This is an optimization exercise on Yosys and OpenROAD, whose aim is small area and a short achievable clock period, not a production implementation. Function was checked by simulation only, so behaviour that the tests miss may differ from the original. Power and IR drop assume default switching activity.

== run A ==
## coef_dot_product
module coef_dot_product (
    input  wire          i_clk,
    input  wire          i_sync_rst,
    input  wire          s_awvalid,
    input  wire [31:0]   s_awaddr,
    output wire          s_awready,
    input  wire          s_wvalid,
    input  wire [31:0]   s_wdata,
    input  wire [3:0]    s_wstrb,
    output wire          s_wready,
    output wire          s_bvalid,
    output wire [1:0]    s_bresp,
    input  wire          s_bready,
    input  wire          s_arvalid,
    input  wire [31:0]   s_araddr,
    output wire          s_arready,
    output wire          s_rvalid,
    output wire [31:0]   s_rdata,
    output wire [1:0]    s_rresp,
    input  wire          s_rready,
    input  wire [127:0]  i_vec,
    input  wire          i_vec_valid,
    output wire [31:0]   o_prod,
    output wire          o_prod_valid
);
==> flow/config.mk <==
export PLATFORM = sky130hd
export DESIGN_NAME = coef_dot_product
export DESIGN_NICKNAME = coef_dot_product
export VERILOG_FILES = /design/flow/design.v
export SDC_FILE = /design/flow/constraint.sdc
export NUM_CORES = 4
export LEC_CHECK = 0
export CAP_MARGIN = 20
export CORE_MARGIN = 2
export CORE_UTILIZATION = 40
export CTS_CLUSTER_DIAMETER = 100
export CTS_CLUSTER_SIZE = 20
export PLACE_DENSITY = 0.5
export SLEW_MARGIN = 60
export SYNTH_HIERARCHICAL = 1
==> flow/constraint.sdc <==
create_clock -name core_clock -period 9.0 [get_ports {i_clk}]
set_input_delay 1.8000 -clock core_clock [delete_from_list [all_inputs] [get_ports {i_clk}]]
set_output_delay 1.8000 -clock core_clock [all_outputs]
set_load 0.01 [all_outputs]
standard.sh (not shown) runs the stock make flow with config.mk's settings and CLKGATE_MAP_FILE= SYNTH_SCRIPT=/design/flow/synth_recipe.tcl, a recipe that flattens the netlist after the stock synthesis.
==> flow/flow/run.sh <==
#!/bin/bash
set -euo pipefail
bash standard.sh "BUFFER_PORTS_ARGS=-buffer_cell sky130_fd_sc_hd__buf_2" \
    SETUP_SLACK_MARGIN=6.1 finish > flow_make.log 2>&1
Changes in run B relative to run A:
==> flow/flow/run.sh <==
#!/bin/bash
set -euo pipefail
bash standard.sh "BUFFER_PORTS_ARGS=-buffer_cell sky130_fd_sc_hd__buf_2" \
    SETUP_SLACK_MARGIN=6.0 finish > flow_make.log 2>&1
Run B finished every stage and its layout cleared the timing, design-rule and antenna checks. [run B] maximum clock rate rose about 0.8% relative to run A. What run A reported for quantity of gates resized following cts has to be multiplied by 0.38 to get the figure for run B. Internal power consumption delta (run B − run A): favourable. Delta(via count of the first global-routing pass, run B - run A) < 0.
> inputs changed (run B -> run C)
# run B
export LEC_CHECK = 0
export CAP_MARGIN = 20
export CORE_MARGIN = 2
export CORE_UTILIZATION = 40
export CTS_CLUSTER_DIAMETER = 100
export CTS_CLUSTER_SIZE = 20
export PLACE_DENSITY = 0.5
export SLEW_MARGIN = 60
export SYNTH_HIERARCHICAL = 1
create_clock -name core_clock -period 9.0 [get_ports {i_clk}]
# run C
export LEC_CHECK = 0
export CAP_MARGIN = 20
export CORE_MARGIN = 2
export CORE_UTILIZATION = 50
export CTS_CLUSTER_DIAMETER = 100
export CTS_CLUSTER_SIZE = 20
export PLACE_DENSITY = 0.6
export SLEW_MARGIN = 60
export SYNTH_HIERARCHICAL = 1
create_clock -name core_clock -period 9.0 [get_ports {i_clk}]
==> comparison <==
Run C ran to completion and came out clean on the timing, design-rule and antenna checks. Run C: depth of the worst register-to-register path is 1 lower than what run B reported. The lower critical path depth of run B and run C is in run B. Compared to run B, run C has slew at the pin with the worst max-slew slack 44 ps higher. Changes observed in run C relative to run B: clock network area share shows no meaningful change, post-route minimum period shows an increase of 38 ps. Floorplan check, run C vs run B: die outline smaller in run C. In the metrics for run B and run C, the one carrying the higher fmax is run B. Run B -> run C: number of antenna violations at the first check in global routing increased by a little under 10%. u_top.u_rd_ch.r_rdata[1] as the startpoint of the worst setup timing path was reported by run B, and u_top.u_regs.o_coefs[84] by run C. Cmp run B and run C / vias per cell / higher: run C.
Inputs modified between run C and run D:
# run C
export LEC_CHECK = 0
export CAP_MARGIN = 20
export CORE_MARGIN = 2
export CORE_UTILIZATION = 50
export CTS_CLUSTER_DIAMETER = 100
export CTS_CLUSTER_SIZE = 20
export PLACE_DENSITY = 0.6
export SLEW_MARGIN = 60
export SYNTH_HIERARCHICAL = 1
create_clock -name core_clock -period 9.0 [get_ports {i_clk}]
# run D
export LEC_CHECK = 0
export CAP_MARGIN = 20
export CORE_MARGIN = 2
export CORE_UTILIZATION = 35
export CTS_CLUSTER_DIAMETER = 100
export CTS_CLUSTER_SIZE = 20
export PLACE_DENSITY = 0.45
export SLEW_MARGIN = 60
export SYNTH_HIERARCHICAL = 1
create_clock -name core_clock -period 9.0 [get_ports {i_clk}]
Results
Comparing wire length for run D and run C, the bigger number came from run D. The sequential power was comparable across run D and run C. There was hardly any difference in highest clock rate between run D and run C. Re global-route wire length before repair: run D and run C aren't equal, and the lower value belongs to run C. In the flow results for run D and run C, the clock power is larger on run D. Run D against run C; routability congestion estimate is down by a few percent.

## static timing again, ports no longer ideal
The flow's constraints put no driver on any port. The routed layouts listed below were extracted and timed again, unchanged, in two steps.
Step 1 assumes that a clkbuf_16 drives the clock port and a buf_2 every other input.
Step 2 moves the port delays by t, midway between the first and last clock arrival at a register: inputs arrive t later, outputs are due t later. That takes back most of the time a late clock gives input paths.
a / b / c = ideal / step 1 / step 2; a / b = the first two.
run | t (ns) | slack for setup (ns) | hold WS [ns] | worst slew at a driven data input, ns
run A | 0.809 | 5.867 / 5.782 / 5.367 | 0.434 / 0.434 / 0.434 | 0.05
run B | 0.813 | 5.892 / 5.808 / 5.242 | 0.347 / 0.347 / 0.347 | 0.07
run C | 0.808 | 5.854 / 5.847 / 5.301 | 0.331 / 0.331 / 0.331 | 0.06
run D | 0.814 | 5.848 / 5.794 / 5.357 | 0.436 / 0.436 / 0.436 | 0.07
After both steps every run listed still meets setup and hold. For run B, which loses most, drivers alone change the setup slack by -0.084 ns; drivers and shift together by -0.650 ns.
